What follows belongs to an exercise in optimizing a design on an open flow for small area, a short achievable clock period and few clock cycles per item; a production flow would make more cautious choices.
At most, simulation tests tie the RTL to the original design; equivalence was not proved.
Only the layout flow was run in run 7; the RTL was not checked for function there.
Power and IR drop assume default switching activity.

### flow/flow/run.sh
#!/bin/bash
# Standard layout, with the port buffers made from the smallest plain buffer
# (the resizer still upsizes any that need it).
set -euo pipefail
export BUFFER_PORTS_ARGS="-buffer_cell sky130_fd_sc_hd__buf_1"
bash standard.sh > standard.log 2>&1
### flow/standard.sh
#!/bin/bash
# synth_recipe.tcl (not shown) runs the flow's synth.tcl, then flattens the netlist and writes it again
# the make line also repeats each setting of config.mk as NAME=value (left out here)
make -C /OpenROAD-flow-scripts/flow DESIGN_CONFIG=/design/flow/config.mk WORK_HOME=/design/flow/orfs CLKGATE_MAP_FILE= SYNTH_SCRIPT=/design/flow/synth_recipe.tcl "${@:-finish}"
### flow/config.mk
export PLATFORM = sky130hd
export DESIGN_NAME = ex_stage
export DESIGN_NICKNAME = ex_stage
export VERILOG_FILES = /design/flow/design.v
export SDC_FILE = /design/flow/constraint.sdc
export NUM_CORES = 4
export LEC_CHECK = 0
export ABC_AREA = 1
export CAP_MARGIN = 20
export CORE_MARGIN = 2
export CORE_UTILIZATION = 40
export SETUP_SLACK_MARGIN = 3.25
export SLEW_MARGIN = 20
### flow/constraint.sdc
create_clock -name core_clock -period 5.5 [get_ports {clk_i}]
set_input_delay 1.1000 -clock core_clock [delete_from_list [all_inputs] [get_ports {clk_i}]]
set_output_delay 1.1000 -clock core_clock [all_outputs]
set_load 0.01 [all_outputs]
### flow/design.v
package ex_pkg;
    localparam int unsigned XLEN          = 32;
    localparam int unsigned TRANS_ID_BITS = 3;
    typedef enum logic [3:0] {
        ADD = 4'd0,
        SUB = 4'd1,
        AND = 4'd2,
        OR  = 4'd3,
        XOR = 4'd4,
        SLL = 4'd5,
        SRL = 4'd6,
        SLT = 4'd7,
        MUL = 4'd8
    } fu_op_e;
    typedef struct packed {
        fu_op_e                   operator;
        logic [TRANS_ID_BITS-1:0] trans_id;
        logic [XLEN-1:0]          operand_a;
        logic [XLEN-1:0]          operand_b;
    } fu_data_t;
    typedef struct packed {
        logic [TRANS_ID_BITS-1:0] trans_id;
        logic [XLEN-1:0]          result;
    } wb_data_t;
endpackage
`timescale 1ns/1ps
module mul_step (
    input  logic [31:0] a_i,
    input  logic [2:0]  d0_i,
    input  logic [2:0]  d1_i,
    input  logic [31:0] s_i,
    input  logic [31:0] c_i,
    output logic [31:0] s_o,
    output logic [31:0] c_o
);
    logic [31:0] pp0, pp1, s1, c1;
    assign pp0 = (({32{d0_i[0]}} & a_i) | ({32{d0_i[1]}} & (a_i << 1))) ^ {32{d0_i[2]}};
    assign pp1 = (({32{d1_i[0]}} & (a_i << 2)) | ({32{d1_i[1]}} & (a_i << 3))) ^ {32{d1_i[2]}};
    csa32 csa_a (.x_i(s_i), .y_i({c_i[31:1], d0_i[2]}), .z_i(pp0), .s_o(s1), .c_o(c1));
    csa32 csa_b (.x_i(s1),  .y_i({c1[31:1], d1_i[2]}),  .z_i(pp1), .s_o(s_o), .c_o(c_o));
endmodule
module csa32 (
    input  logic [31:0] x_i,
    input  logic [31:0] y_i,
    input  logic [31:0] z_i,
    output logic [31:0] s_o,
    output logic [31:0] c_o
);
    logic [31:0] maj;
    assign s_o = x_i ^ y_i ^ z_i;
    assign maj = (x_i & y_i) | (x_i & z_i) | (y_i & z_i);
    assign c_o = {maj[30:0], 1'b0};
endmodule
module cond_add8 (
    input  logic [7:0] p_i,
    input  logic [7:0] g_i,
    output logic [7:0] s0_o,
    output logic [7:0] s1_o,
    output logic       g_o,
    output logic       p_o
);
    logic [7:0] g [4];
    logic [7:0] p [4];
    always_comb begin
        g[0] = g_i;
        p[0] = p_i;
        for (int l = 0; l < 3; l++) begin
            for (int i = 0; i < 8; i++) begin
                if ((i >> l) & 1) begin
                    g[l+1][i] = g[l][i] | (p[l][i] & g[l][((i >> l) << l) - 1]);
                    p[l+1][i] = p[l][i] & p[l][((i >> l) << l) - 1];
                end else begin
                    g[l+1][i] = g[l][i];
                    p[l+1][i] = p[l][i];
                end
            end
        end
        s0_o[0] = p_i[0];
        s1_o[0] = ~p_i[0];
        for (int i = 1; i < 8; i++) begin
            s0_o[i] = p_i[i] ^ g[3][i-1];
            s1_o[i] = p_i[i] ^ (g[3][i-1] | p[3][i-1]);
        end
        g_o = g[3][7];
        p_o = p[3][7];
    end
endmodule
`timescale 1ns/1ps
module ex_stage (
    input  logic        clk_i,
    input  logic        rst_ni,
    input  logic        issue_req_i,
    input  logic [70:0] issue_data_i,
    output logic        issue_ack_o,
    output logic        wb_req_o,
    output logic [34:0] wb_data_o,
    input  logic        wb_ack_i
);
    logic [3:0]  in_op;
    logic [2:0]  in_id;
    logic [31:0] in_a, in_b;
    assign {in_op, in_id, in_a, in_b} = issue_data_i;
    logic        q_v, q_ph, q_cy;
    logic [2:0]  q_id;
    logic [31:0] q_a, q_b;
    logic        q_add, q_sub, q_slt, q_and, q_or, q_xor, q_sll, q_srl, q_mul;
    logic        q_mv, q_ar;
    logic        s_v;
    logic [34:0] s_data;
    logic        m_busy, m_done, m_av, m_rdy, m_p, m_cz;
    logic [2:0]  m_id;
    logic [31:0] m_a, m_b, m_s, m_c;
    logic [31:0] m_s_nxt, m_c_nxt;
    logic [2:0]  m_d0, m_d1;
    logic q_free, capture, load_slot, mul_start, mul_reload, step1;
    assign mul_start  = q_mv && m_av;
    assign mul_reload = m_rdy && (!q_v || q_mv);
    assign load_slot  = (!s_v || (wb_req_o && wb_ack_i)) && q_ar;
    assign step1      = q_v && !q_ph;
    assign q_free     = !q_v || load_slot || mul_start;
    assign capture    = issue_req_i && !issue_ack_o && q_free && !mul_reload;
    logic [7:0]  s_blk0;
    logic        c_blk0;
    logic [31:0] s0_all, s1_all;
    logic [3:0]  g_all, p_all;
    logic [31:0] sh1;
    for (genvar k = 0; k < 4; k++) begin : g_blk
        cond_add8 blk (.p_i(q_a[8*k +: 8]), .g_i(q_b[8*k +: 8]),
                       .s0_o(s0_all[8*k +: 8]), .s1_o(s1_all[8*k +: 8]),
                       .g_o(g_all[k]), .p_o(p_all[k]));
    end
    assign s_blk0 = q_sub ? s1_all[7:0] : s0_all[7:0];
    assign c_blk0 = g_all[0] | (p_all[0] & q_sub);
    assign sh1    = q_a >> q_b[4:0];
    logic        c1, c2, c3, lt;
    logic [31:0] sum, q_a_rev, res;
    assign c1  = q_cy;
    assign c2  = q_b[1] | (q_b[0] & q_cy);
    assign c3  = q_b[3] | (q_b[2] & q_b[1]) | (q_b[2] & q_b[0] & q_cy);
    assign sum = {c3 ? q_b[31:24] : q_a[31:24],
                  c2 ? q_b[23:16] : q_a[23:16],
                  c1 ? q_b[15:8]  : q_a[15:8],
                  q_a[7:0]};
    assign lt  = q_b[6] ? q_b[7] : sum[31];
    always_comb begin
        for (int i = 0; i < 32; i++) q_a_rev[i] = q_a[31 - i];
        res = ({32{q_add}} & sum)
            | ({32{q_and}} & q_b)
            | ({32{q_or}}  & (q_a | q_b))
            | ({32{q_xor}} & q_a)
            | ({32{q_srl}} & q_a)
            | ({32{q_sll}} & q_a_rev)
            | {31'd0, q_slt & lt};
    end
    logic        in_sub, in_sll, in_mul, in_one;
    logic [31:0] in_a_rev, in_bx;
    logic        in_pg;
    assign in_sub = (in_op == 4'd1) || (in_op == 4'd7);
    assign in_sll = (in_op == 4'd5);
    assign in_mul = (in_op == 4'd8);
    assign in_one = (in_op == 4'd2) || (in_op == 4'd3) || (in_op == 4'd4) || (in_op > 4'd8);
    assign in_pg  = (in_op <= 4'd4) || (in_op == 4'd7);
    assign in_bx  = in_sub ? ~in_b : in_b;
    always_comb for (int i = 0; i < 32; i++) in_a_rev[i] = in_a[31 - i];
    logic m_busy_n, m_done_n;
    assign m_busy_n = mul_start || (m_busy && !mul_reload);
    assign m_done_n = !mul_start && ((m_b[31:4] == '0 && !m_b[3]) || m_a[27:0] == '0);
    always_ff @(posedge clk_i or negedge rst_ni) begin
        if (!rst_ni) begin
            issue_ack_o <= 1'b0;
            q_v         <= 1'b0;
            q_ph        <= 1'b0;
            q_mv        <= 1'b0;
            q_ar        <= 1'b0;
            s_v         <= 1'b0;
            wb_req_o    <= 1'b0;
            m_busy      <= 1'b0;
            m_av        <= 1'b1;
            m_rdy       <= 1'b0;
        end else begin
            issue_ack_o <= issue_ack_o ? issue_req_i : capture;
            q_v         <= capture || mul_reload || (q_v && !q_free);
            q_ph        <= q_v && !q_free && !mul_reload;
            q_mv        <= mul_reload ? 1'b0 : (q_free ? (capture && in_mul) : q_mv);
            q_ar        <= mul_reload ? m_cz : (q_free ? (capture && in_one) : (q_v && !q_mul));
            s_v         <= load_slot || (s_v && !(wb_req_o && wb_ack_i));
            wb_req_o    <= wb_req_o ? !wb_ack_i : (!wb_ack_i && (s_v || load_slot));
            m_busy      <= m_busy_n;
            m_av        <= !m_busy_n || m_done_n;
            m_rdy       <= m_busy_n && m_done_n;
        end
    end
    always_ff @(posedge clk_i) begin
        if (mul_reload) begin
            q_id  <= m_id;
            q_a   <= m_s ^ m_c;
            q_b   <= m_s & m_c;
            {q_add, q_sub, q_slt, q_and, q_or, q_xor, q_sll, q_srl, q_mul} <=
                m_cz ? 9'b000010000 : 9'b100000000;
        end else if (q_free) begin
            q_id  <= in_id;
            q_a   <= in_pg ? (in_a ^ in_bx) : in_sll ? in_a_rev : in_a;
            q_b   <= in_pg ? (in_a & in_bx) : in_b;
            q_add <= (in_op == 4'd0) || (in_op == 4'd1);
            q_sub <= in_sub;
            q_slt <= (in_op == 4'd7);
            q_and <= (in_op == 4'd2);
            q_or  <= (in_op == 4'd3);
            q_xor <= (in_op == 4'd4);
            q_sll <= in_sll;
            q_srl <= (in_op == 4'd6);
            q_mul <= in_mul;
        end else if (step1) begin
            if (q_add || q_slt) begin
                q_a  <= {s0_all[31:8], s_blk0};
                q_b  <= {s1_all[31:8], q_b[31], !q_a[31], 2'b00,
                         g_all[2], p_all[2], g_all[1], p_all[1]};
                q_cy <= c_blk0;
            end
            if (q_sll || q_srl) q_a <= sh1;
        end
    end
    always_ff @(posedge clk_i) begin
        if (load_slot) s_data <= {q_id, res};
    end
    assign wb_data_o = s_data;
    mul_step step_i (
        .a_i  ( m_a      ),
        .d0_i ( m_d0     ),
        .d1_i ( m_d1     ),
        .s_i  ( m_s      ),
        .c_i  ( m_c      ),
        .s_o  ( m_s_nxt  ),
        .c_o  ( m_c_nxt  )
    );
    function automatic logic [2:0] booth_ctl(input logic [2:0] d);
        booth_ctl = {d[2],
                     (d[2] & ~d[1] & ~d[0]) | (~d[2] & d[1] & d[0]),
                     d[1] ^ d[0]};
    endfunction
    always_ff @(posedge clk_i) begin
        if (mul_start) m_id <= q_id;
        m_a    <= mul_start ? q_a : (m_a << 4);
        m_b    <= mul_start ? q_b : (m_b >> 4);
        m_p    <= mul_start ? 1'b0 : m_b[3];
        m_d0   <= m_done_n ? 3'b000 : mul_start ? booth_ctl({q_b[1:0], 1'b0}) : booth_ctl(m_b[5:3]);
        m_d1   <= m_done_n ? 3'b000 : mul_start ? booth_ctl(q_b[3:1])         : booth_ctl(m_b[7:5]);
        m_s    <= mul_start ? '0 : m_s_nxt;
        m_c    <= mul_start ? '0 : m_c_nxt;
        m_done <= m_done_n;
        m_cz   <= !mul_start && m_done && (m_c == '0);
    end
endmodule
==> metrics.md, run 1 <==
| Metric | Value |
|---|---|
| Root Driver | `clkbuf_16` |
| Fin crit period | `roughly 2300 ps` |
| Ys async rst share | `3.89%` |
| TritonRoute pass-1 iters | `8` |
| CP Max Fanout | `16` |
| Initial antenna violation count | `1` |
| Fill cells | `between 4000 and 5000` |
| NumNets Final | `between 2000 and 3000` |
| Hold_sp | `m_b[16]` |
| CTS sink cnt | `257` |
| Finished Core Util | `between 40% and 50%` |
| Register clock-pin slew on the reported worst setup and hold paths | `~60 ps` |
| IO Pins | `roughly 110` |
| Total Wirelength | `between 70000 and 80000 um` |
| Hold-fix buffers at CTS | `0` |
| Xor-xnor portion of the synthesized cell area | `just under 6%` |
| Largest family of logic cells by synthesized area | `simple AND/OR/NAND/NOR gates` |
| Seq/Total Area, Yosys | `36.4%` |
| Critical path origin | `m_d0[1]` |
| Final Hold Vio Count | `0` |
| Die area | `around 45000 um2` |
| Commonest non-fill, non-tap cell in the layout | `nand2_1` |
| Total of max-cap violations | `0` |
| Data required time at the worst endpoint | `between 6000 and 7000 ps` |
| CTS tree | `done` |
| Worst Path Arrival | `approximately 2800 ps` |
| Number of remaining DRC errors | `0` |
| HPWL Detailed | `around 55000 um` |
| Crit path kind | `reg2reg` |
| Share of layout cells above drive strength 1 | `~15%` |
| Site Rows | `76` |
| Worst-Margin Slew | `831 ps` |
| Fin Clk Skew | `17.8 ps` |
| Vias in the first global route | `roughly 16000` |
| PwrDens | `751 nW/um2` |
| Initial Utilization | `40.5%` |
| Worst setup EP type | `flip-flop` |
| Final worst path period share | `41.5%` |
| Routability cong. | `between 1 and 1.5` |
| Placeable Area | `between 40000 and 50000 um2` |
| Synth-to-Final Area Change | `21.8%` |
| Synthesized area | `17400 um2` |
| Final ANT Viol Nets | `0` |
| Syn Nets | `2444` |
| Slew HR | `~45%` |
| Status | `no timing/DRC/antenna violations` |
| Drt wl/cell | `between 20 and 30 um` |
| Power Total | `between 0.015 and 0.02 W` |
| Number of cells after detailed placement | `roughly 2800` |
| CTS Buffer Depth | `3` |
| RSZ-0062 raised after global routing | `yes` |
| Adder-cell share of the synthesized area | `12.2%` |
| Commonest non-fill, non-tap cells in the layout | `471 x nand2_1, 221 x nand3_1, 201 x inv_1` |
| Worst VDD drop | `approximately 330 uV` |
| Leakage | `9.18 nW` |
| Die Ht | `~210 um` |
| Mean Syn Cell Area | `between 7 and 8 um2` |
| # setup viols final | `0` |
| Post-synth EDFFs | `about 120` |
| Iter 0 DRT Violations | `between 2000 and 3000` |
| Clk latency of the worst-skew pair | `approximately 600 ps` |
| GRT Total Usage | `33.1%` |
| Non-filler cells, final | `slightly below 3000` |
| Global-route wire length before repair | `~110000 um` |
| Largest net degree at the start of global routing | `105` |
| Compound-cell area share of the yosys netlist | `between 10 and 15%` |
| Crit path launch type | `flip-flop` |
| # port buffers | `111` |
| Via count | `17200` |
| Post-synthesis register bit count | `~260` |
| Vias/cell | `5.84` |
| Worst Hold Class | `reg2reg` |
| Mux share of post-synthesis cell area | `0%` |
| Mapped Cells | `2235` |
| Max H-tree Level | `1` |
| Fmax | `between 400 and 500 MHz` |
| Synth Flop Type | `dfxtp_1` |
| Synth unique cells | `52` |
| Simple-gate share of the synthesized area | `between 20% and 30%` |
| Reg2reg start | `m_d0[1]` |
| Cts bufs inserted | `30` |
| Slew Limit Fails | `0` |
| Syn. warnings | `4` |
| Grt ovf | `0` |
| Chip width | `approximately 210 um` |
| Setup TNS | `0 ps` |
==> worst paths after layout <==
path | to | slack [ps] | cells after the start
max | m_s[3] | 3220 | 8
min | m_b[12] | 450 | 2
max reg2reg | m_s[3] | 3220 | 8
min reg2reg | m_b[12] | 450 | 2
max in group asynchronous | q_mv | 4560 | 1
min in group asynchronous | issue_ack_o | 490 | 1
==> power breakdown <==
| group | switching [W] | internal, W | leakage (nW) |
|---|---|---|---|
| clock | 0.000889 | 0.00147 | 0.551 |
| sequential | 0.00111 | 0.00322 | 2.31 |
| combinational | 0.00618 | 0.00307 | 6.32 |
==> routing by layer <==
metal | GRT usage (%) | vias up | routed length, um
met5 | 0 | - | 0
met4 | 15.9 | 0 | 4180
met3 | 7.52 | 195 | 9870
met2 | 47.0 | 1218 | 31000
met1 | 47.3 | 8151 | 31100
li1 | - | 7678 | -
==> state kept, by name, summed over array words and instances (netlist names), 3 cells and up <==
| signal | cells |
|---|---|
| m_s | 32 |
| m_c | 31 |
| m_d1 | 3 |
| m_a | 32 |
| m_b | 29 |
| m_id | 3 |
| q_a | 32 |
| q_b | 32 |
| m_d0 | 3 |
| s_data | 35 |
| q_id | 3 |
==> worst max-delay path: stages (launching register included) <==
cell and delay (ps):
dfxtp_4 400, clkinvlp_4 110, buf_12 170, o22ai_1 210
xor2_1 190, fa_1 450, fa_1 490, inv_1 40
nor2_1 140
==> area by class of cell <==
cell class	count	area [um2]	area share, %
repair buffers	190	1360	6.40
diodes	1	2.50	0.0118
inverters	224	950	4.47
clock inverters	23	394	1.86
repair inverters	7	53.8	0.253
multi-input cells	1630	10600	50.0
flip-flops and latches	257	6360	30.0
clock buffers	33	762	3.59
well taps	585	732	3.45
==> logic make-up (layout without fill, tap and decap cells) <==
| family | after synthesis | in the layout |
|---|---|---|
| fa+ha+maj | 134 | 134 |
| other cells | 0 | 1 |
| buf+inv | 354 | 477 |
| simple gates | 981 | 986 |
| xor+xnor | 117 | 117 |
| compound gates | 392 | 393 |
| flops | 257 | 257 |
==> what timing repair did <==
item	CTS	global route
pin swaps	28	62
gates cloned	11	5
resized for setup	88	138
buffers inserted	42	21
endpoints found under the setup margin	189	140
==> synth_stat cells, drive strengths merged (65+ instances only) <==
master	count	area, um2
nand2	491	1860
nand3	226	1130
inv	224	841
nor2	218	838
o21ai	177	897
dfxtp	132	2640
edfxtp	115	3450
xor2	112	981
ha	74	926
a21oi	65	329
buf	65	382
clkbuf	65	245
==> through the flow <==
stage	area [um2]	worst slack [ps]	hold slack [ps]
6_report	21200	3220	448
5_1_grt	21200	3140	458
4_1_cts	20300	3230	450
3_5_place_dp	18300	1910	439
3_3_place_gp	18300	1960	425
2_1_floorplan	17600	2830	418
Testbench counts, summed over its fixed seeds: cycles 6,879, ops 2,400.
==> run 2: changes to the inputs <==
--- a/flow/config.mk
+++ b/flow/config.mk
@@ -10,4 +10,4 @@
 export CORE_MARGIN = 2
 export CORE_UTILIZATION = 40
-export SETUP_SLACK_MARGIN = 3.25
+export SETUP_SLACK_MARGIN = 3.15
 export SLEW_MARGIN = 20
==> run 2 against run 1 <==
Critical path depth increased by 2; utilization decreased by 2.2 points; sequential share of layout area increased by 1.4 points; global-route usage increased by 0.13 points; cell count decreased by 0.81%; clock skew increased by 10 ps; fmax decreased by 1.8%; critical endpoint is now q_a[9]; highest routed layer is now met5.
==> metrics.md, run 2 <==
| Metric | Value |
|---|---|
| Via count | `about 17000` |
| # setup viols final | `0` |
| Setup TNS | `0 ps` |
| Total of max-cap violations | `0` |
| Drt wl/cell | `around 26 um` |
| Mean Syn Cell Area | `~7.8 um2` |
| Die Ht | `approximately 210 um` |
| CTS sink cnt | `~260` |
| HPWL Detailed | `~56000 um` |
| Logic gate share of total power | `a little under three fifths` |
| Status | `no timing/DRC/antenna violations` |
| CP Max Fanout | `32` |
| Reg2reg start | `q_b[0]` |
| Dominant cells by area after synthesis | `edfxtp_1 20%, dfxtp_1 15%, nand2_1 10%, fa_1 6.9%, nand3_1 6.5%` |
| Sequential Power Share | `between 20% and 30%` |
| Worst-Margin Slew | `about 960 ps` |
| R2r setup slk | `~3200 ps` |
| Share of layout cells above drive strength 1 | `10.9%` |
| Top reg by flops | `s_data` |
| Critical path buffer and inverter count | `2` |
| Iter 0 DRT Violations | `approximately 2400` |
| Leakage | `roughly 8.9 nW` |
| Worst Hold End | `m_id[0]` |
| Chip width | `213 um` |
| Ys async rst share | `under 10%` |
| Root Driver | `clkbuf_16` |
| Global-route wire length before repair | `roughly 110000 um` |
| GR Util met2 | `between 40% and 50%` |
| Synth Flop Type | `dfxtp_1` |
| Initial antenna violation count | `3` |
| PwrDens | `roughly 760 nW/um2` |
| # port buffers | `around 110` |
| CP max stage delay | `roughly 500 ps` |
| TritonRoute pass-1 iters | `6` |
| Most common cell in the netlist | `nand2_1` |
| Seq/Total Area, Yosys | `between 30 and 40%` |
| Synthesized area | `between 15000 and 20000 um2` |
| Met1 Track Usage GR | `about half` |
| Final worst path period share | `approximately 42%` |
| Data required time at the worst endpoint | `slightly below 6000 ps` |
| Grt met3 use | `between 6 and 7%` |
| CTS Buffer Depth | `3` |
| Grt ovf | `0` |
| Clk latency of the worst-skew pair | `620 ps` |
| RSZ-0062 raised after global routing | `yes` |
| Pint | `about 0.0074 W` |
| Net Sw Frac | `between 50 and 60%` |
| Crit path kind | `reg2reg` |
| Non-filler cells, final | `2926` |
| Finished Core Util | `a little under half` |
| Largest net degree at the start of global routing | `between 100 and 150` |
| Synth unique cells | `52` |
| Max reg flops | `35` |
| Worst setup EP type | `flip-flop` |
| Final Hold Vio Count | `0` |
| Hold_sp | `q_id[0]` |
| Syn. warnings | `4` |
| Total Wirelength | `approximately 75000 um` |
| Switching power | `roughly 0.0080 W` |
| Commonest non-fill, non-tap cells in the layout | `474 x nand2_1, 223 x nand3_1, 205 x inv_1` |
| Crit Reg-Reg Endpoint | `q_a[9]` |
| Number of remaining DRC errors | `0` |
| Post-synth EDFFs | `115` |
| Crit-path most repeated cell | `nand2_1` |
| NumNets Final | `2525` |
| Max H-tree Level | `1` |
| Worst R2R Path Depth | `10` |
| Final ANT Viol Nets | `0` |
| Share of the synthesized area in the top cell type | `19.8%` |
| GRT Total Usage | `~33%` |
| Mapped Cells | `approximately 2200` |
| CTS tree | `done` |
| Fmax | `430 MHz` |
| Syn Nets | `roughly 2400` |
| Slew Limit Fails | `0` |
| Cts bufs inserted | `30` |
| Placeable Area | `~43000 um2` |
| Power Total | `roughly 0.015 W` |
| Global routing's busiest layer | `met1` |
| Die area | `approximately 45000 um2` |
| Commonest non-fill, non-tap cell in the layout | `nand2_1` |
| Vias/cell | `about 5.8` |
| Slew HR | `a little over a third` |
| Hold slack | `446 ps` |
| Worst VDD drop | `415 uV` |
| Clock power share | `roughly 14%` |
| Post-synthesis register bit count | `about 260` |
| Fin crit period | `between 2000 and 2500 ps` |
| Most area-hungry cell type in the Yosys netlist | `edfxtp_1` |
| Worst path top cell family by delay | `simple AND/OR/NAND/NOR gates` |
| IO Pins | `between 100 and 150` |
| Vias in the first global route | `around 16000` |
| Fin Clk Skew | `~28 ps` |
| Number of cells after detailed placement | `2817` |
| Register clock-pin slew on the reported worst setup and hold paths | `around 60 ps` |
| Site Rows | `76` |
| Routability cong. | `1.03` |
| Most frequent cells after synthesis | `486 x nand2_1, 226 x nand3_1, 215 x inv_1, 214 x nor2_1, 156 x o21ai_0` |
| Initial Utilization | `around 40%` |
| Worst Path Arrival | `around 2800 ps` |
| Slowest cell on crit path | `edfxtp_1` |
| Crit path launch type | `flip-flop` |
| Synth-to-Final Area Change | `16.4%` |
| Hold depth | `0` |
| Worst Hold Class | `reg2reg` |
| CP Cell Sequence | `buf_12, inv_6, nand2_1, nand2_1, nand2_1, nand3_1, nand3_1, a21oi_1, o21ai_1, a21oi_1` |
## run 2: cell counts after synthesis
Identical to the previous run, type by type.
## run 2: timing repair
action | 4_1_cts | 5_1_grt
setup buffers | 29 | 15
hold buffers | 0 | 0
cloned | 8 | 0
gates resized for setup | 49 | 65
setup endpoints to repair | 219 | 140
pin swaps | 5 | 21
## run 2: power groups by stage
stage               Sequential (W)  Clock, W  Combinational, W
floorplan                  0.00374         0           0.00534
global placement           0.00444         0           0.00789
detailed placement         0.00444         0           0.00790
CTS                        0.00435   0.00225           0.00841
global route               0.00445   0.00233           0.00955
finish                     0.00442   0.00223           0.00879
## run 2: worst reg2reg max path: stages, from the launching register on
cell      delay (ps)
edfxtp_1         500
buf_12           190
inv_6            230
nand2_1          120
nand2_1           80
nand2_1           60
nand3_1           90
nand3_1          340
a21oi_1          250
o21ai_1          140
a21oi_1          180
## run 2: layout make-up
class,instances,area [um2]
diodes,1,2.50
multi-input cells,1627,10100
repair buffers,172,1050
clock inverters,24,329
flip-flops and latches,257,6360
fillers,4293,22800
clock buffers,32,768
well taps,585,732
repair inverters,4,30.0
inverters,224,933
## run 2: per-layer routing
metal	vias to the layer above	wire length, um
met2	1118	29900
met3	183	9060
li1	7636	-
met5	-	29
met4	4	4260
met1	8017	31900
## run 2: kinds of logic after synthesis
family	synth area share, %
fa+ha+maj	12.2
simple gates	23.6
buf+inv	8.42
compound gates	13.5
xor+xnor	5.88
flops	36.4
## run 2: worst max path at each step
stage                          start       to  cells past startpoint
floorplan           issue_data_i[70]  q_a[26]                     13
global placement            wb_ack_i     q_cy                      9
detailed placement  issue_data_i[67]  q_a[22]                     11
CTS                 issue_data_i[70]  q_a[22]                     12
global route                 m_d1[0]   m_s[5]                      6
finish                        q_b[0]   q_a[9]                     10
## run 2: through the flow
| step | setup slack (ps) | area, um2 |
|---|---|---|
| floorplan | 2830 | 17600 |
| global placement | 2020 | 18200 |
| detailed placement | 2010 | 18200 |
| CTS | 3120 | 19900 |
| global route | 3060 | 20300 |
| finish | 3180 | 20300 |
==> run 3: changes to the inputs <==
--- a/flow/config.mk
+++ b/flow/config.mk
@@ -7,7 +7,7 @@
 export LEC_CHECK = 0
 export ABC_AREA = 1
-export CAP_MARGIN = 20
+export CAP_MARGIN = 5
 export CORE_MARGIN = 2
 export CORE_UTILIZATION = 40
-export SETUP_SLACK_MARGIN = 3.15
-export SLEW_MARGIN = 20
+export SETUP_SLACK_MARGIN = 3.1
+export SLEW_MARGIN = 5
==> run 3 against run 2 <==
Still clean; combinational power shrank 0.7%; critical path depth down 4; routed wire length is 1.6% lower; critical endpoint is now q_a[14]; largest power group unchanged.
==> metrics.md, run 3 <==
| Metric | Value |
|---|---|
| Data required time at the worst endpoint | `just under 6000 ps` |
| Mapped Cells | `2235` |
| Crit Reg-Reg Endpoint | `q_a[14]` |
| Global-route wire length before repair | `about 110000 um` |
| Worst VDD drop | `roughly 310 uV` |
| Synth Flop Type | `dfxtp_1` |
| Most area-hungry cell type in the Yosys netlist | `edfxtp_1` |
| Final ANT Viol Nets | `0` |
| Site Rows | `76` |
| Top reg by flops | `s_data` |
| CTS tree | `done` |
| CTS sink cnt | `roughly 260` |
| Slew Limit Fails | `0` |
| Fmax | `~420 MHz` |
| Number of remaining DRC errors | `0` |
| CTS Buffer Depth | `3` |
| Synth-to-Final Area Change | `15.0%` |
| Non-filler cells, final | `2929` |
| Crit path kind | `reg2reg` |
| # setup viols final | `0` |
| Share of the synthesized area in the top cell type | `between 10% and 20%` |
| Worst setup EP type | `flip-flop` |
| PwrDens | `roughly 760 nW/um2` |
| CP Max Fanout | `13` |
| Placeable Area | `43100 um2` |
| Post-synth EDFFs | `roughly 120` |
| HPWL Detailed | `55400 um` |
| Seq/Total Area, Yosys | `a little over a third` |
| Commonest non-fill, non-tap cells in the layout | `476 x nand2_1, 226 x nand3_1, 205 x nor2_1` |
| Syn Nets | `about 2400` |
| Post-synthesis register bit count | `around 260` |
| Most common cell in the netlist | `nand2_1` |
| TritonRoute pass-1 iters | `6` |
| NumNets Final | `between 2000 and 3000` |
| Commonest non-fill, non-tap cell in the layout | `nand2_1` |
| Total of max-cap violations | `0` |
| Total Wirelength | `74000 um` |
| Initial antenna violation count | `0` |
| Fin crit period | `between 2000 and 2500 ps` |
| Setup TNS | `0 ps` |
| # port buffers | `~110` |
| Max H-tree Level | `1` |
| Clk latency of the worst-skew pair | `610 ps` |
| Worst Path Arrival | `about 2800 ps` |
| Mux share of post-synthesis cell area | `0%` |
| Vias in the first global route | `roughly 16000` |
| Final Hold Vio Count | `0` |
| Adder-cell share of the synthesized area | `approximately an eighth` |
| Fin Clk Skew | `around 18 ps` |
| Ys async rst share | `~4%` |
| Synth unique cells | `between 50 and 60` |
| Reg2reg start | `q_b[4]` |
| Drt wl/cell | `roughly 25 um` |
| Grt ovf | `0` |
| Dominant cells by area after synthesis | `edfxtp_1 20%, dfxtp_1 15%, nand2_1 10%, fa_1 6.9%, nand3_1 6.5%` |
| GRT Total Usage | `~32%` |
| Hold depth | `2` |
| IO Pins | `approximately 110` |
| Syn. warnings | `4` |
| Status | `no timing/DRC/antenna violations` |
| RSZ-0062 raised after global routing | `yes` |
| Worst Hold End | `m_b[11]` |
| Worst Hold Class | `reg2reg` |
| Number of cells after detailed placement | `2817` |
| Leakage | `just under 9 nW` |
| Largest net degree at the start of global routing | `102` |
| R2r setup slk | `between 3000 and 4000 ps` |
| Die Ht | `roughly 210 um` |
| Cts bufs inserted | `29` |
| Fill cells | `around 4400` |
| Hold_sp | `m_b[15]` |
| Max reg flops | `35` |
| Via count | `between 15000 and 20000` |
| Root Driver | `clkbuf_16` |
| Vias/cell | `roughly 5.8` |
| Simple-gate share of the synthesized area | `23.6%` |
| Worst-Margin Slew | `approximately 1100 ps` |
| Die area | `45300 um2` |
| Largest family of logic cells by synthesized area | `simple AND/OR/NAND/NOR gates` |
| Worst R2R Path Depth | `6` |
| Slew HR | `between 20% and 30%` |
| Register clock-pin slew on the reported worst setup and hold paths | `70 ps` |
| Iter 0 DRT Violations | `roughly 2000` |
| Share of layout cells above drive strength 1 | `9.64%` |
| Mean Syn Cell Area | `approximately 7.8 um2` |
| Xor-xnor portion of the synthesized cell area | `between 5 and 6%` |
| Initial Utilization | `between 40% and 50%` |
| Compound-cell area share of the yosys netlist | `13.5%` |
| Routability cong. | `between 0.9 and 1` |
| Final worst path period share | `approximately 43%` |
| Most frequent cells after synthesis | `486 x nand2_1, 226 x nand3_1, 215 x inv_1, 214 x nor2_1, 156 x o21ai_0` |
| Chip width | `roughly 210 um` |
| Synthesized area | `around 17000 um2` |
| Crit path launch type | `flip-flop` |
| Inserted Diodes | `0` |
## run 3: cell types whose count changed in the layout (fill, tap and decap cells not counted), sizes merged
cell / delta
bufbuf: -1
inv: -2
clkinvlp: +1
diode: -1
clkbuf: +11
buf: +3
clkinv: -4
bufinv: -4
## run 3: per-stage QoR
| stage | hold WS (ps) | cell area, um2 | worst slack (ps) | power [W] | utilization [%] |
|---|---|---|---|---|---|
| after detailed placement | 436 | 18200 | 1920 | 0.0123 | 42.3 |
| after floorplan | 418 | 17600 | 2830 | 0.00907 | - |
| after global placement | 430 | 18200 | 1940 | 0.0122 | 42.3 |
| final | 448 | 20000 | 3120 | 0.0151 | 46.5 |
| after CTS | 451 | 19700 | 3100 | 0.0147 | 45.6 |
| after global routing | 473 | 20000 | 3020 | 0.0160 | 46.5 |
## run 3: timing repair
action | 4_1_cts | 5_1_grt
hold buffers | 0 | 0
hold endpoints to repair | 0 | 0
setup endpoints to repair | 213 | 103
resized for setup | 42 | 41
pin swaps | 7 | 8
buffers inserted | 28 | 20
cloned | 7 | 3
## run 3: worst max-delay path by stage
| stage | startpoint | endpoint | depth (start not counted) |
|---|---|---|---|
| final | q_b[4] | q_a[14] | 6 |
| after global routing | issue_data_i[67] | q_a[2] | 11 |
| after CTS | m_d0[0] | m_s[24] | 8 |
| after detailed placement | issue_data_i[70] | q_a[12] | 12 |
| after global placement | issue_data_i[70] | q_a[12] | 12 |
| after floorplan | issue_data_i[70] | q_a[26] | 13 |
## run 3: power breakdown
part	switching (W)	leakage (nW)	internal (W)
combinational	0.00594	6.11	0.00280
sequential	0.00113	2.31	0.00322
clock	0.000881	0.485	0.00118
## run 3: worst max-delay path, cell delays in order (launching register included)
cell      delay (ps)
edfxtp_1         630
inv_1            320
nor2_2           570
nand3_1          270
nand3_1          180
nand2_1          160
nand2_1           90
## run 3: cell type report
| cell class | count | area [um2] | area share, % |
|---|---|---|---|
| Multi-Input combinational cell | 1627 | 9910 | 49.5 |
| Sequential cell | 257 | 6360 | 31.7 |
| Timing Repair Buffer | 176 | 1040 | 5.20 |
| Inverter | 224 | 942 | 4.70 |
| Clock buffer | 41 | 851 | 4.25 |
| Tap cell | 585 | 732 | 3.65 |
| Clock inverter | 13 | 154 | 0.768 |
| Timing Repair inverter | 6 | 46.3 | 0.231 |
## run 3: cell families after synthesis
group	after synthesis
xor gates and xnor gates	117
buffers and inverters	354
adders and majority gates	134
DFF	257
AOI/OAI and AO/OA	392
and+or+nand+nor	981
## run 3: per-layer routing
metal | up-vias | GRT usage, % | wire length, um
met5 | - | 0 | 0
met2 | 1077 | 47.1 | 30400
met4 | 0 | 13.1 | 3330
met3 | 134 | 5.90 | 8380
li1 | 7653 | - | -
met1 | 8046 | 47.4 | 31800
==> run 4: changes to the inputs <==
--- a/flow/config.mk
+++ b/flow/config.mk
@@ -7,7 +7,7 @@
 export LEC_CHECK = 0
 export ABC_AREA = 1
-export CAP_MARGIN = 5
+export CAP_MARGIN = 10
 export CORE_MARGIN = 2
 export CORE_UTILIZATION = 40
 export SETUP_SLACK_MARGIN = 3.1
-export SLEW_MARGIN = 5
+export SLEW_MARGIN = 10
==> run 4 against run 3 <==
Synthesized cell count is the same; clock skew stayed put; global-route usage is the same; via count is the same; die area stayed put; register-to-register slack about the same; power is the same; count of clock-buffer cells in the layout unchanged; first-iteration DRC count did not move; synthesized area unchanged; sequential cell count unchanged; sequential power hardly changed; largest cell class unchanged.
==> metrics.md, run 4 <==
| Metric | Value |
|---|---|
| Status | `no timing/DRC/antenna violations` |
| Final setup margin | `approximately 3100 ps` |
| Worst R2R Path Depth | `6` |
| HPWL Detailed | `55400 um` |
| Clk latency of the worst-skew pair | `between 600 and 700 ps` |
| RSZ-0062 raised after global routing | `yes` |
| Total Wirelength | `74000 um` |
| Most frequent cells after synthesis | `486 x nand2_1, 226 x nand3_1, 215 x inv_1, 214 x nor2_1, 156 x o21ai_0` |
| Syn Nets | `around 2400` |
| Drt wl/cell | `approximately 25 um` |
| Post-synthesis register bit count | `257` |
| Synth unique cells | `52` |
| Worst Path Arrival | `2840 ps` |
| Root Driver | `clkbuf_16` |
| Final ANT Viol Nets | `0` |
| Most common cell in the netlist | `nand2_1` |
| Hold_sp | `m_b[15]` |
| Compound-cell area share of the yosys netlist | `between 10% and 20%` |
| Site Rows | `76` |
| Met2 routed WL | `~30000 um` |
| Hold depth | `2` |
| Routability cong. | `a little under 1` |
| PwrDens | `roughly 760 nW/um2` |
| Largest family of logic cells by synthesized area | `simple AND/OR/NAND/NOR gates` |
| Simple-gate share of the synthesized area | `about a quarter` |
| Initial Utilization | `40.5%` |
| Design Area, Final | `around 20000 um2` |
| Fmax | `about 420 MHz` |
| Vias/cell | `between 5 and 6` |
| Global-route wire length before repair | `107000 um` |
| GRT Total Usage | `about a third` |
| Fin Clk Skew | `about 18 ps` |
| Xor-xnor portion of the synthesized cell area | `5.88%` |
| Chip width | `between 200 and 250 um` |
| R2r setup slk | `between 3000 and 4000 ps` |
| Worst Hold End | `m_b[11]` |
| Mean Syn Cell Area | `7.80 um2` |
| Setup TNS | `0 ps` |
| Post-synth EDFFs | `about 120` |
| Synth Flop Type | `dfxtp_1` |
| DRT met1 WL | `around 32000 um` |
| Iter 0 DRT Violations | `around 2000` |
| Inserted Diodes | `0` |
| Worst setup EP type | `flip-flop` |
| Placeable Area | `43100 um2` |
| NumNets Final | `2530` |
| Most area-hungry cell type in the Yosys netlist | `edfxtp_1` |
| Adder-cell share of the synthesized area | `12.2%` |
| Dominant cells by area after synthesis | `edfxtp_1 20%, dfxtp_1 15%, nand2_1 10%, fa_1 6.9%, nand3_1 6.5%` |
| Crit Reg-Reg Endpoint | `q_a[14]` |
| Top sig layer | `met4` |
| Register clock-pin slew on the reported worst setup and hold paths | `approximately 70 ps` |
| Critical path origin | `q_b[4]` |
| Synthesized area | `~17000 um2` |
| Commonest non-fill, non-tap cells in the layout | `476 x nand2_1, 226 x nand3_1, 205 x nor2_1` |
| Largest net degree at the start of global routing | `slightly above 100` |
| Hold-fix buffers at CTS | `0` |
| Grt ovf | `0` |
| Share of the synthesized area in the top cell type | `roughly 20%` |
| Number of remaining DRC errors | `0` |
| Data required time at the worst endpoint | `5960 ps` |
| Commonest non-fill, non-tap cell in the layout | `nand2_1` |
| Max H-tree Level | `1` |
| Crit path launch type | `flip-flop` |
| Syn. warnings | `4` |
| Leakage | `between 8 and 9 nW` |
| CP Max Fanout | `13` |
| Crit path kind | `reg2reg` |
| TritonRoute pass-1 iters | `6` |
| Slew HR | `between 20 and 30%` |
| # port buffers | `111` |
| Worst Hold Class | `reg2reg` |
| Worst-Margin Slew | `1120 ps` |
| Met3 wire len | `roughly 8400 um` |
| Mux share of post-synthesis cell area | `0%` |
| Worst VDD drop | `approximately 310 uV` |
| CTS Buffer Depth | `3` |
| Max reg flops | `35` |
| Ys async rst share | `between 3 and 4%` |
| CTS sink cnt | `between 200 and 300` |
| Reg2reg start | `q_b[4]` |
| Cts bufs inserted | `29` |
| Die Ht | `213 um` |
| # setup viols final | `0` |
| Seq/Total Area, Yosys | `36.4%` |
| Fin crit period | `approximately 2400 ps` |
| Total of max-cap violations | `0` |
| Place WS | `a little under 2000 ps` |
| Final worst path period share | `between 40 and 50%` |
| Slew Limit Fails | `0` |
| Die area | `roughly 45000 um2` |
| Dpl cell area | `18200 um2` |
| Final Hold Vio Count | `0` |
| Top reg by flops | `s_data` |
| Share of layout cells above drive strength 1 | `under 10%` |
| IO Pins | `between 100 and 150` |
| Mapped Cells | `between 2000 and 2500` |
| Via count | `~17000` |
| Vias in the first global route | `15800` |
| Initial antenna violation count | `0` |
| Synth-to-Final Area Change | `15.0%` |
| CTS tree | `done` |
-- run 4: cell counts in the layout (fill, tap and decap cells not counted) --
Identical to the previous run, type by type.
-- run 4: worst max-delay path, stage by stage (launching register included) --
cell and delay, ps:
edfxtp_1 630, inv_1 320, nor2_2 570, nand3_1 270, nand3_1 180, nand2_1 160, nand2_1 90
-- run 4: worst max-delay path by stage --
stage,to,slack (ps)
floorplan,q_a[26],2830
CTS,m_s[24],3100
detailed placement,q_a[12],1920
global route,q_a[2],3020
finish,q_a[14],3120
global placement,q_a[12],1940
-- run 4: what timing repair did --
item / 4_1_cts / 5_1_grt
gates cloned: 7 / 3
pin swaps: 7 / 8
resized for setup: 42 / 41
setup endpoints to repair: 213 / 103
setup buffers: 28 / 20
-- run 4: metal layers --
layer	vias up	track usage (%)
li1	7653	-
met1	8046	47.4
met5	-	0
met4	0	13.1
met2	1077	47.1
met3	134	5.90
-- run 4: final cells by class --
class | count | area [um2]
clock buffers | 41 | 851
clock inverters | 13 | 154
flip-flops and latches | 257 | 6360
inverters | 224 | 942
repair buffers | 176 | 1040
repair inverters | 6 | 46.3
multi-input cells | 1627 | 9910
fillers | 4389 | 23000
well taps | 585 | 732
-- run 4: power breakdown --
| group | internal, W | total [W] | switching [W] |
|---|---|---|---|
| logic | 0.00280 | 0.00873 | 0.00594 |
| registers | 0.00322 | 0.00435 | 0.00113 |
| clock network | 0.00118 | 0.00206 | 0.000881 |
| total | 0.00720 | 0.0151 | 0.00794 |
-- run 4: through the flow --
stage / hold WS (ps) / total power (W) / cells / utilization (%)
CTS: 451 / 0.0147 / 2906 / 45.6
floorplan: 418 / 0.00907 / 2235 / -
detailed placement: 436 / 0.0123 / 2817 / 42.3
global placement: 430 / 0.0122 / 2817 / 42.3
global route: 473 / 0.0160 / 2929 / 46.5
finish: 448 / 0.0151 / 2929 / 46.5
-- run 4: cells by family (layout without fill, tap and decap cells) --
logic type / after synthesis / in the layout
adders and majority gates: 134 / 134
DFF: 257 / 257
and+or+nand+nor: 981 / 984
buffers and inverters: 354 / 460
AOI/OAI and AO/OA: 392 / 392
xor gates and xnor gates: 117 / 117
==> run 5: changes to the inputs <==
--- a/flow/config.mk
+++ b/flow/config.mk
@@ -7,7 +7,7 @@
 export LEC_CHECK = 0
 export ABC_AREA = 1
-export CAP_MARGIN = 10
+export CAP_MARGIN = 20
 export CORE_MARGIN = 2
 export CORE_UTILIZATION = 40
 export SETUP_SLACK_MARGIN = 3.1
-export SLEW_MARGIN = 10
+export SLEW_MARGIN = 20
==> run 5 against run 4 <==
Worst hold slack unchanged; power stayed put; critical path depth is the same; clock skew is the same; die area stayed put; cell area did not move; utilization is the same; combinational power hardly changed; global-route usage unchanged; critical path type unchanged; largest cell class unchanged; highest routed layer unchanged.
==> metrics.md, run 5 <==
| Metric | Value |
|---|---|
| Root Driver | `clkbuf_16` |
| Synthesized area | `17400 um2` |
| Logic gate share of total power | `57.7%` |
| Slew Limit Fails | `0` |
| Register clock-pin slew on the reported worst setup and hold paths | `70 ps` |
| Critical path origin | `q_b[4]` |
| CTS Buffer Depth | `3` |
| Final ANT Viol Nets | `0` |
| Worst Hold Class | `reg2reg` |
| Pint | `around 0.0072 W` |
| Most area-hungry cell type in the Yosys netlist | `edfxtp_1` |
| Syn Nets | `2444` |
| Mean Syn Cell Area | `just under 8 um2` |
| Leakage | `8.91 nW` |
| Initial Utilization | `40.5%` |
| Routability cong. | `0.995` |
| Crit Reg-Reg Endpoint | `q_a[14]` |
| CP Max Fanout | `13` |
| Dominant cells by area after synthesis | `edfxtp_1 20%, dfxtp_1 15%, nand2_1 10%, fa_1 6.9%, nand3_1 6.5%` |
| CTS tree | `done` |
| Placeable Area | `approximately 43000 um2` |
| Finished Core Util | `a little under half` |
| Synth unique cells | `52` |
| Drt wl/cell | `approximately 25 um` |
| TritonRoute pass-1 iters | `6` |
| # setup viols final | `0` |
| GRT Total Usage | `around 32%` |
| Clock power share | `between 10% and 20%` |
| R2r setup slk | `3120 ps` |
| Chip width | `~210 um` |
| Synth Flop Type | `dfxtp_1` |
| Commonest non-fill, non-tap cell in the layout | `nand2_1` |
| # port buffers | `about 110` |
| Commonest non-fill, non-tap cells in the layout | `476 x nand2_1, 226 x nand3_1, 205 x nor2_1` |
| Vias/cell | `5.77` |
| Top reg by flops | `s_data` |
| Die Ht | `213 um` |
| Share of the synthesized area in the top cell type | `about 20%` |
| Cts bufs inserted | `29` |
| Post-synthesis register bit count | `roughly 260` |
| Fin Clk Skew | `18.3 ps` |
| Grt ovf | `0` |
| Worst VDD drop | `roughly 310 uV` |
| Inserted Diodes | `0` |
| Post-synth EDFFs | `115` |
| Initial antenna violation count | `0` |
| NumNets Final | `about 2500` |
| Global routing's busiest layer | `met1` |
| Status | `no timing/DRC/antenna violations` |
| Die area | `approximately 45000 um2` |
| Via count | `about 17000` |
| Most common cell in the netlist | `nand2_1` |
| Reg2reg start | `q_b[4]` |
| Worst Path Arrival | `between 2000 and 3000 ps` |
| Total Wirelength | `74000 um` |
| Worst-Margin Slew | `1120 ps` |
| Hold-fix buffers at CTS | `0` |
| Hold_sp | `m_b[15]` |
| Max H-tree Level | `1` |
| Synth-to-Final Area Change | `15.0%` |
| Number of remaining DRC errors | `0` |
| Met1 Track Usage GR | `47.4%` |
| Net Sw Frac | `between 50% and 60%` |
| Vias in the first global route | `between 15000 and 20000` |
| Largest net degree at the start of global routing | `102` |
| Slew HR | `between 20% and 30%` |
| Final Hold Vio Count | `0` |
| Max reg flops | `35` |
| Crit path kind | `reg2reg` |
| Ys async rst share | `3.89%` |
| Worst setup EP type | `flip-flop` |
| Syn. warnings | `4` |
| Setup TNS | `0 ps` |
| Final worst path period share | `approximately 43%` |
| HPWL Detailed | `between 50000 and 60000 um` |
| IO Pins | `between 100 and 150` |
| Hold depth | `2` |
| Most frequent cells after synthesis | `486 x nand2_1, 226 x nand3_1, 215 x inv_1, 214 x nor2_1, 156 x o21ai_0` |
| Data required time at the worst endpoint | `a little under 6000 ps` |
| Worst Hold End | `m_b[11]` |
| Crit path launch type | `flip-flop` |
| GR Util met2 | `between 40% and 50%` |
| PwrDens | `between 700 and 800 nW/um2` |
| Site Rows | `76` |
| Share of layout cells above drive strength 1 | `approximately 9.6%` |
| Fin crit period | `~2400 ps` |
| CTS sink cnt | `~260` |
| Mapped Cells | `roughly 2200` |
| Total of max-cap violations | `0` |
| Grt met3 use | `under 10%` |
| Sequential Power Share | `roughly 29%` |
| Seq/Total Area, Yosys | `~36%` |
| Iter 0 DRT Violations | `between 2000 and 2500` |
| Worst R2R Path Depth | `6` |
| Fmax | `between 400 and 500 MHz` |
| RSZ-0062 raised after global routing | `yes` |
| Switching power | `0.00794 W` |
| Clk latency of the worst-skew pair | `between 600 and 700 ps` |
| Global-route wire length before repair | `between 100000 and 150000 um` |
## run 5: cell counts in the layout (fill, tap and decap cells not counted)
Identical to the previous run, type by type.
## run 5: cell families after synthesis
logic type | count (synthesis) | synth area share (%)
AO/OA/AOI/OAI | 392 | 13.5
XOR/XNOR | 117 | 5.88
adder cells (fa/ha/maj) | 134 | 12.2
buffers and inverters | 354 | 8.42
flip-flops | 257 | 36.4
AND/OR/NAND/NOR | 981 | 23.6
## run 5: critical path, stage by stage, from the launching register on
cell      delay [ps]
edfxtp_1         630
inv_1            320
nor2_2           570
nand3_1          270
nand3_1          180
nand2_1          160
nand2_1           90
## run 5: per-stage QoR
step / worst slack (ps) / std cells / hold slack (ps) / total power (W) / cell area, um2
floorplan: 2830 / 2235 / 418 / 0.00907 / 17600
global placement: 1940 / 2817 / 430 / 0.0122 / 18200
detailed placement: 1920 / 2817 / 436 / 0.0123 / 18200
CTS: 3100 / 2906 / 451 / 0.0147 / 19700
global route: 3020 / 2929 / 473 / 0.0160 / 20000
finish: 3120 / 2929 / 448 / 0.0151 / 20000
## run 5: area by class of cell
class | instances | area [um2]
fillers | 4389 | 23000
multi-input cells | 1627 | 9910
flip-flops and latches | 257 | 6360
repair buffers | 176 | 1040
inverters | 224 | 942
clock buffers | 41 | 851
well taps | 585 | 732
clock inverters | 13 | 154
repair inverters | 6 | 46.3
## run 5: how the worst max path moves through the flow
stage | slack (ps) | to
3_3_place_gp | 1940 | q_a[12]
6_report | 3120 | q_a[14]
3_5_place_dp | 1920 | q_a[12]
2_1_floorplan | 2830 | q_a[26]
4_1_cts | 3100 | m_s[24]
5_1_grt | 3020 | q_a[2]
## run 5: routing by layer
metal,share of wire (%),up-vias
met1,43,8046
met5,0,-
li1,-,7653
met4,4.5,0
met3,11,134
met2,41,1077
## run 5: power by group through the flow
stage	Clock (W)	Combinational (W)	Sequential, W
after floorplan	0	0.00533	0.00374
after global placement	0	0.00788	0.00436
after detailed placement	0	0.00795	0.00436
after CTS	0.00207	0.00829	0.00432
after global routing	0.00216	0.00945	0.00440
final	0.00206	0.00873	0.00435
## run 5: what timing repair did
action,4_1_cts,5_1_grt
setup endpoints to repair,213,103
endpoints found under the hold margin,0,0
buffers inserted,28,20
cloned,7,3
pin swaps,7,8
resized for setup,42,41
==> run 6: changes to the inputs <==
--- a/flow/config.mk
+++ b/flow/config.mk
@@ -10,4 +10,4 @@
 export CORE_MARGIN = 2
 export CORE_UTILIZATION = 40
-export SETUP_SLACK_MARGIN = 3.1
+export SETUP_SLACK_MARGIN = 3.05
 export SLEW_MARGIN = 20
==> run 6 against run 5 <==
Synthesized cell count stayed put; die area unchanged; fmax is 0.37% lower; utilization down 0.40 points; sequential power is essentially flat; count of clock-buffer cells in the layout is 4 lower; sequential cell count is the same; clock power up 5%; synthesized area unchanged; first-iteration DRC count is 13% higher; critical path type unchanged; largest cell class unchanged; largest power group unchanged; highest routed layer unchanged.
==> metrics.md, run 6 <==
| Metric | Value |
|---|---|
| Commonest non-fill, non-tap cells in the layout | `476 x nand2_1, 224 x nand3_1, 207 x nor2_1` |
| CTS sink cnt | `~260` |
| Inserted Diodes | `0` |
| Share of the synthesized area in the top cell type | `19.8%` |
| Register Area | `between 6000 and 7000 um2` |
| Most frequent cells after synthesis | `486 x nand2_1, 226 x nand3_1, 215 x inv_1, 214 x nor2_1, 156 x o21ai_0` |
| IO Pins | `approximately 110` |
| Setup TNS | `0 ps` |
| Multi-input gate area | `about 9800 um2` |
| Mapped Cells | `~2200` |
| Crit-path most repeated cell | `nand2_1` |
| Clock power share | `between 10 and 15%` |
| CTS Buffer Depth | `3` |
| # port buffers | `111` |
| Hold_sp | `m_a[24]` |
| Fin crit period | `2390 ps` |
| Worst VDD drop | `approximately 360 uV` |
| Final worst path period share | `a little over two fifths` |
| Worst R2R Path Depth | `12` |
| Syn. warnings | `4` |
| Most area-hungry cell type in the Yosys netlist | `edfxtp_1` |
| Final ANT Viol Nets | `0` |
| Post-synthesis register bit count | `roughly 260` |
| Number of remaining DRC errors | `0` |
| Total of max-cap violations | `0` |
| Initial Utilization | `between 40 and 50%` |
| Fill cells | `4295` |
| Largest net degree at the start of global routing | `roughly 110` |
| Via count | `~17000` |
| Status | `no timing/DRC/antenna violations` |
| Place WS | `2000 ps` |
| Leakage | `8.88 nW` |
| Top reg by flops | `s_data` |
| Slew HR | `23.6%` |
| CP Max Fanout | `38` |
| Crit path kind | `reg2reg` |
| Worst-Margin Slew | `1150 ps` |
| Root Driver | `clkbuf_16` |
| Post-synth EDFFs | `115` |
| Drt wl/cell | `approximately 25 um` |
| Placeable Area | `~43000 um2` |
| Fmax | `around 420 MHz` |
| Site Rows | `between 70 and 80` |
| Synthesized area | `around 17000 um2` |
| Vias/cell | `approximately 5.8` |
| Fin Clk Skew | `between 15 and 20 ps` |
| Reg2reg start | `q_b[1]` |
| NumNets Final | `~2500` |
| Synth unique cells | `52` |
| CP max stage delay | `approximately 400 ps` |
| Grt ovf | `0` |
| Slew Limit Fails | `0` |
| PwrDens | `about 760 nW/um2` |
| Worst Hold Class | `reg2reg` |
| Pint | `approximately 0.0073 W` |
| Chip width | `around 210 um` |
| Seq/Total Area, Yosys | `roughly 36%` |
| Dominant cells by area after synthesis | `edfxtp_1 20%, dfxtp_1 15%, nand2_1 10%, fa_1 6.9%, nand3_1 6.5%` |
| RSZ-0062 raised after global routing | `no` |
| Slowest cell on crit path | `edfxtp_1` |
| Critical path origin | `q_b[1]` |
| Total Wirelength | `around 73000 um` |
| Commonest non-fill, non-tap cell in the layout | `nand2_1` |
| Worst Path Arrival | `~2700 ps` |
| Die Ht | `roughly 210 um` |
| # setup viols final | `0` |
| GRT Total Usage | `32.5%` |
| Most common cell in the netlist | `nand2_1` |
| Global-route wire length before repair | `~110000 um` |
| Share of layout cells above drive strength 1 | `under 10%` |
| Max reg flops | `35` |
| Hold depth | `2` |
| Clk latency of the worst-skew pair | `610 ps` |
| Synth Flop Type | `dfxtp_1` |
| Iter 0 DRT Violations | `2277` |
| Mean Syn Cell Area | `~8 um2` |
| CTS tree | `done` |
| Data required time at the worst endpoint | `between 5000 and 6000 ps` |
| Register clock-pin slew on the reported worst setup and hold paths | `70 ps` |
| Die area | `approximately 45000 um2` |
| R2r setup slk | `3110 ps` |
| CP Cell Sequence | `clkbuf_8, clkinvlp_4, buf_6, nand3_1, nand3_1, nand2_1, nand2_1, nand2_1, nand2_1, nand3_1, nand2_1, nand2_1` |
| HPWL Detailed | `around 55000 um` |
| Crit path launch type | `flip-flop` |
| Synth-to-Final Area Change | `14.0%` |
| Initial antenna violation count | `0` |
| Final setup margin | `3110 ps` |
| Switching power | `0.00788 W` |
| Cts bufs inserted | `31` |
| Syn Nets | `about 2400` |
| Ys async rst share | `3.89%` |
| Vias in the first global route | `~16000` |
| Net Sw Frac | `between 50% and 60%` |
| TritonRoute pass-1 iters | `6` |
| Routability cong. | `~1.0` |
| Max H-tree Level | `1` |
| Final Hold Vio Count | `0` |
| Logic gate share of total power | `56.8%` |
| Sequential Power Share | `around 29%` |
| Worst setup EP type | `flip-flop` |
==> run 6: cell counts after synthesis <==
Identical to the previous run, type by type.
==> run 6: logic make-up after synthesis <==
logic type / after synthesis / synth area share (%)
simple gates: 981 / 23.6
compound gates: 392 / 13.5
buf+inv: 354 / 8.42
flops: 257 / 36.4
fa+ha+maj: 134 / 12.2
xor+xnor: 117 / 5.88
==> run 6: power groups by stage <==
stage          Clock, W  Combinational, W  Sequential, W
2_1_floorplan         0           0.00533        0.00374
3_3_place_gp          0           0.00784        0.00440
3_5_place_dp          0           0.00789        0.00439
4_1_cts         0.00220           0.00826        0.00435
5_1_grt         0.00227           0.00940        0.00442
6_report        0.00217           0.00860        0.00438
==> run 6: final timing paths <==
check                                    to
worst max register to register       q_a[5]
worst max-delay path                 q_a[5]
worst min register to register      m_a[28]
min in group asynchronous       issue_ack_o
max in group asynchronous            m_busy
worst min-delay path                m_a[28]
==> run 6: critical path: cells and delay by family (launching register included) <==
family        cells  cell delay, ps
simple gates      9            1070
flops             1             400
buf+inv           3             660
==> run 6: routing by layer <==
metal	vias up	routed length (um)	track usage, %
li1	7624	-	-
met1	8003	31600	47.2
met4	0	3430	13.8
met3	129	8460	6.77
met5	-	0	0
met2	1059	29700	46.6
==> run 6: repair_timing <==
action | CTS | global route
gates resized for setup | 42 | 28
setup buffers | 19 | 13
hold buffers | 0 | 0
endpoints found under the hold margin | 0 | 0
cloned | 7 | 0
pin swaps | 4 | 2
endpoints found under the setup margin | 212 | 98
==> run 6: final cells by class <==
cell class	count	area share, %
clock buffer	37	4.33
clock inverter	21	1.06
inverter	224	4.73
multi-input combinational	1626	49.5
sequential	257	32.0
tap	585	3.68
timing repair buffer	159	4.53
timing repair inverter	4	0.151
==> run 6: through the flow <==
step / hold slack (ps) / total power, W / util, % / area (um2) / instances
after global placement: 428 / 0.0122 / 42.2 / 18200 / 2816
after CTS: 452 / 0.0148 / 45.6 / 19700 / 2900
after detailed placement: 435 / 0.0123 / 42.2 / 18200 / 2816
final: 447 / 0.0151 / 46.1 / 19900 / 2913
after global routing: 472 / 0.0161 / 46.1 / 19900 / 2913
after floorplan: 418 / 0.00907 / - / 17600 / 2235
==> run 7: changes to the inputs <==
--- a/flow/design.v
+++ b/flow/design.v
@@ -32,7 +32,11 @@
     input  logic [31:0] c_i,
     output logic [31:0] s_o,
-    output logic [31:0] c_o
+    output logic [31:0] c_o,
+    output logic [31:0] s1_o,
+    output logic [31:0] c1_o
 );
     logic [31:0] pp0, pp1, s1, c1;
+    assign s1_o = s1;
+    assign c1_o = c1;
     assign pp0 = (({32{d0_i[0]}} & a_i) | ({32{d0_i[1]}} & (a_i << 1))) ^ {32{d0_i[2]}};
     assign pp1 = (({32{d1_i[0]}} & (a_i << 2)) | ({32{d1_i[1]}} & (a_i << 3))) ^ {32{d1_i[2]}};
@@ -111,5 +115,5 @@
     logic [2:0]  m_id;
     logic [31:0] m_a, m_b, m_s, m_c;
-    logic [31:0] m_s_nxt, m_c_nxt;
+    logic [31:0] m_s_nxt, m_c_nxt, m_s1, m_c1;
     logic [2:0]  m_d0, m_d1;
     logic q_free, capture, load_slot, mul_start, mul_reload, step1;
@@ -194,6 +198,6 @@
         if (mul_reload) begin
             q_id  <= m_id;
-            q_a   <= m_s ^ m_c;
-            q_b   <= m_s & m_c;
+            q_a   <= m_s1;
+            q_b   <= {1'b0, m_c1[31:1]};
             {q_add, q_sub, q_slt, q_and, q_or, q_xor, q_sll, q_srl, q_mul} <=
                 m_cz ? 9'b000010000 : 9'b100000000;
@@ -232,5 +236,7 @@
         .c_i  ( m_c      ),
         .s_o  ( m_s_nxt  ),
-        .c_o  ( m_c_nxt  )
+        .c_o  ( m_c_nxt  ),
+        .s1_o ( m_s1     ),
+        .c1_o ( m_c1     )
     );
     function automatic logic [2:0] booth_ctl(input logic [2:0] d);
--- a/flow/config.mk
+++ b/flow/config.mk
@@ -10,4 +10,4 @@
 export CORE_MARGIN = 2
 export CORE_UTILIZATION = 40
-export SETUP_SLACK_MARGIN = 3.05
+export SETUP_SLACK_MARGIN = 3.2
 export SLEW_MARGIN = 20
==> run 7 against run 6 <==
Still clean on timing, DRC and antenna; sequential power is 5.5% lower; setup slack got worse by 48 ps; utilization grew 1.9 points; clock skew increased by 2.5 ps; die area is 1.8% lower; cell count about the same; cell area increased by 1.9%; critical endpoint is now q_a[25]; largest power group unchanged.
==> metrics.md, run 7 <==
| Metric | Value |
|---|---|
| Status | `no timing/DRC/antenna violations` |
| Initial Utilization | `between 40% and 50%` |
| CTS tree | `done` |
| Final ANT Viol Nets | `0` |
| Power Total | `around 0.015 W` |
| Data required time at the worst endpoint | `5830 ps` |
| Synth unique cells | `51` |
| Commonest non-fill, non-tap cells in the layout | `490 x nand2_1, 224 x inv_1, 223 x nor2_1` |
| Non-filler cells, final | `around 2900` |
| Slew HR | `37.0%` |
| Final worst path period share | `between 40 and 50%` |
| Top reg by flops | `s_data` |
| Vias/cell | `between 5 and 6` |
| R2r setup slk | `3120 ps` |
| Met3 wire len | `around 11000 um` |
| Share of the synthesized area in the top cell type | `between 10% and 20%` |
| Worst-Margin Slew | `approximately 940 ps` |
| Syn. warnings | `4` |
| CP Max Fanout | `8` |
| Fin crit period | `about 2400 ps` |
| GRT Total Usage | `around a third` |
| IO Pins | `112` |
| TritonRoute pass-1 iters | `7` |
| Mapped Cells | `roughly 2200` |
| Worst Path Arrival | `around 2800 ps` |
| DRT met1 WL | `around 30000 um` |
| Most common cell in the netlist | `nand2_1` |
| Grt ovf | `0` |
| Number of remaining DRC errors | `0` |
| Crit path launch type | `input port` |
| Largest net degree at the start of global routing | `between 80 and 90` |
| Root Driver | `clkbuf_16` |
| Register clock-pin slew on the reported worst setup and hold paths | `60 ps` |
| Seq/Total Area, Yosys | `roughly 37%` |
| Chip width | `approximately 210 um` |
| Setup TNS | `0 ps` |
| Die Ht | `around 210 um` |
| Die area | `~44000 um2` |
| CP endpoint | `q_a[25]` |
| RSZ-0062 raised after global routing | `yes` |
| # port buffers | `111` |
| Cts bufs inserted | `31` |
| Mean Syn Cell Area | `around 7.6 um2` |
| Top sig layer | `met5` |
| Site Rows | `75` |
| Placeable Area | `roughly 42000 um2` |
| Dominant cells by area after synthesis | `edfxtp_1 20%, dfxtp_1 16%, nand2_1 11%, fa_1 7.0%, nand3_1 6.1%` |
| Routability cong. | `approximately 1.0` |
| Met2 routed WL | `31900 um` |
| Post-synth EDFFs | `between 100 and 150` |
| Number of cells after detailed placement | `~2800` |
| PwrDens | `between 700 and 800 nW/um2` |
| Hold_sp | `m_b[20]` |
| Fmax | `approximately 410 MHz` |
| Global-route wire length before repair | `roughly 110000 um` |
| Total Wirelength | `just under 80000 um` |
| Crit Reg-Reg Endpoint | `m_s[8]` |
| CTS sink cnt | `between 200 and 300` |
| Most area-hungry cell type in the Yosys netlist | `edfxtp_1` |
| Max reg flops | `35` |
| Iter 0 DRT Violations | `between 2000 and 3000` |
| Critical path origin | `issue_data_i[68]` |
| Slew Limit Fails | `0` |
| Post-synthesis register bit count | `257` |
| Clk latency of the worst-skew pair | `slightly above 600 ps` |
| Commonest non-fill, non-tap cell in the layout | `nand2_1` |
| Hold-fix buffers at CTS | `0` |
| Syn Nets | `roughly 2400` |
| Leakage | `a little under 9 nW` |
| Via count | `~17000` |
| Initial antenna violation count | `1` |
| Synth Flop Type | `dfxtp_1` |
| Worst R2R Path Depth | `8` |
| Final Hold Vio Count | `0` |
| Max H-tree Level | `1` |
| Fin Clk Skew | `21.8 ps` |
| Worst Hold Class | `reg2reg` |
| Vias in the first global route | `16100` |
| Total of max-cap violations | `0` |
| Worst VDD drop | `~330 uV` |
| Most frequent cells after synthesis | `504 x nand2_1, 233 x nor2_1, 231 x inv_1, 208 x nand3_1, 133 x dfxtp_1` |
| Drt wl/cell | `approximately 26 um` |
| CTS Buffer Depth | `3` |
| Crit path kind | `in2reg` |
| Ys async rst share | `under 10%` |
| NumNets Final | `~2500` |
| Reg2reg start | `m_d0[0]` |
| Synthesized area | `17100 um2` |
| # setup viols final | `0` |
| Synth-to-Final Area Change | `18.3%` |
| Share of layout cells above drive strength 1 | `11.7%` |
| Worst setup EP type | `flip-flop` |
| HPWL Detailed | `54100 um` |
## run 7: logic make-up (layout without fill, tap and decap cells)
group	count (synthesis)	after routing	share of synthesized area (%)
other cells	0	1	0
fa+ha+maj	103	103	10.2
buf+inv	380	499	9.00
xor+xnor	116	116	5.93
simple gates	995	1001	24.2
compound gates	395	395	13.7
flops	257	257	37.0
## run 7: where the power goes
part           internal (W)  leakage, nW  switching [W]
Clock               0.00124        0.531       0.000907
Sequential          0.00321         2.31       0.000933
Combinational       0.00294         6.09        0.00617
Total               0.00739         8.93        0.00801
## run 7: per-layer routing
layer / vias to the layer above / GRT usage, %
met5: - / 0
met4: 2 / 14.6
met3: 221 / 10.6
met2: 1291 / 49.4
met1: 8222 / 46.3
li1: 7651 / -
## run 7: layout make-up
cell class	count	area, um2
diodes	1	2.50
clock buffers	43	936
clock inverters	15	126
fillers	4221	21900
inverters	244	995
multi-input cells	1615	9860
flip-flops and latches	257	6350
well taps	539	674
repair buffers	196	1300
repair inverters	1	7.51
## run 7: per-stage QoR
step                setup slack [ps]  cell area, um2  util (%)  hold WS (ps)
finish                          3060           20300      48.1           447
global route                    3080           20300      48.1           473
CTS                             3190           19600      46.6           449
detailed placement              1710           17800      42.3           438
global placement                1760           17800      42.3           436
floorplan                       2860           17200         -           418
## run 7: worst min path at each step
stage	end	slack, ps	cells past startpoint
after floorplan	m_b[10]	420	2
after global placement	m_b[10]	440	2
after CTS	m_b[16]	450	2
final	m_b[16]	450	2
after detailed placement	m_b[16]	440	2
after global routing	m_b[8]	470	2
## run 7: worst max-delay path: stages
cell and delay [ps]:
buf_12 110, nand2_8 70, clkinvlp_4 180, nand2_8 220, nand2_8 140, xor2_1 190, ha_1 300, o211ai_1 280
o211ai_1 160
## run 7: what timing repair did
action                                 in CTS  in global routing
endpoints found under the hold margin       0                  0
buffers inserted                           34                 25
cloned                                      8                  2
pin swaps                                  23                100
setup endpoints to repair                 218                121
resized for setup                          89                 93

[what the ideal ports hide]
Ports are ideal in the flow. The routed layouts listed here were re-timed in OpenROAD. Step 1 (the two cells are an assumption about what drives the block):
set clk [get_ports {clk_i}]
set_driving_cell -lib_cell sky130_fd_sc_hd__clkbuf_16 $clk
set_driving_cell -lib_cell sky130_fd_sc_hd__buf_2 [delete_from_list [all_inputs] $clk]
Step 2 moves the port delays by t, midway between the first and last clock arrival at a register: inputs arrive t later, outputs are due t later. That takes back most of the time a late clock gives input paths. Slacks: no drivers / after step 1 / after step 2; pairs: no drivers / after step 1.
run	shift t [ns]	setup WS [ns]	worst setup path at the end	clock arrival spread, ns	cell pins on the clock port's net
run 1	0.646	3.217 / 3.212 / 2.568	input to register	0.022 / 0.022	1
run 2	0.657	3.176 / 3.159 / 2.612	input to register	0.028 / 0.027	1
run 3	0.650	3.119 / 3.119 / 2.509	input to register	0.020 / 0.020	1
run 4	0.650	3.119 / 3.119 / 2.509	input to register	0.020 / 0.020	1
run 5	0.650	3.119 / 3.119 / 2.509	input to register	0.020 / 0.020	1
run 6	0.654	3.110 / 3.110 / 2.505	input to register	0.020 / 0.020	1
run 7	0.652	3.062 / 3.065 / 2.413	input to register	0.023 / 0.022	1
After both steps setup and hold are still met in every run listed.
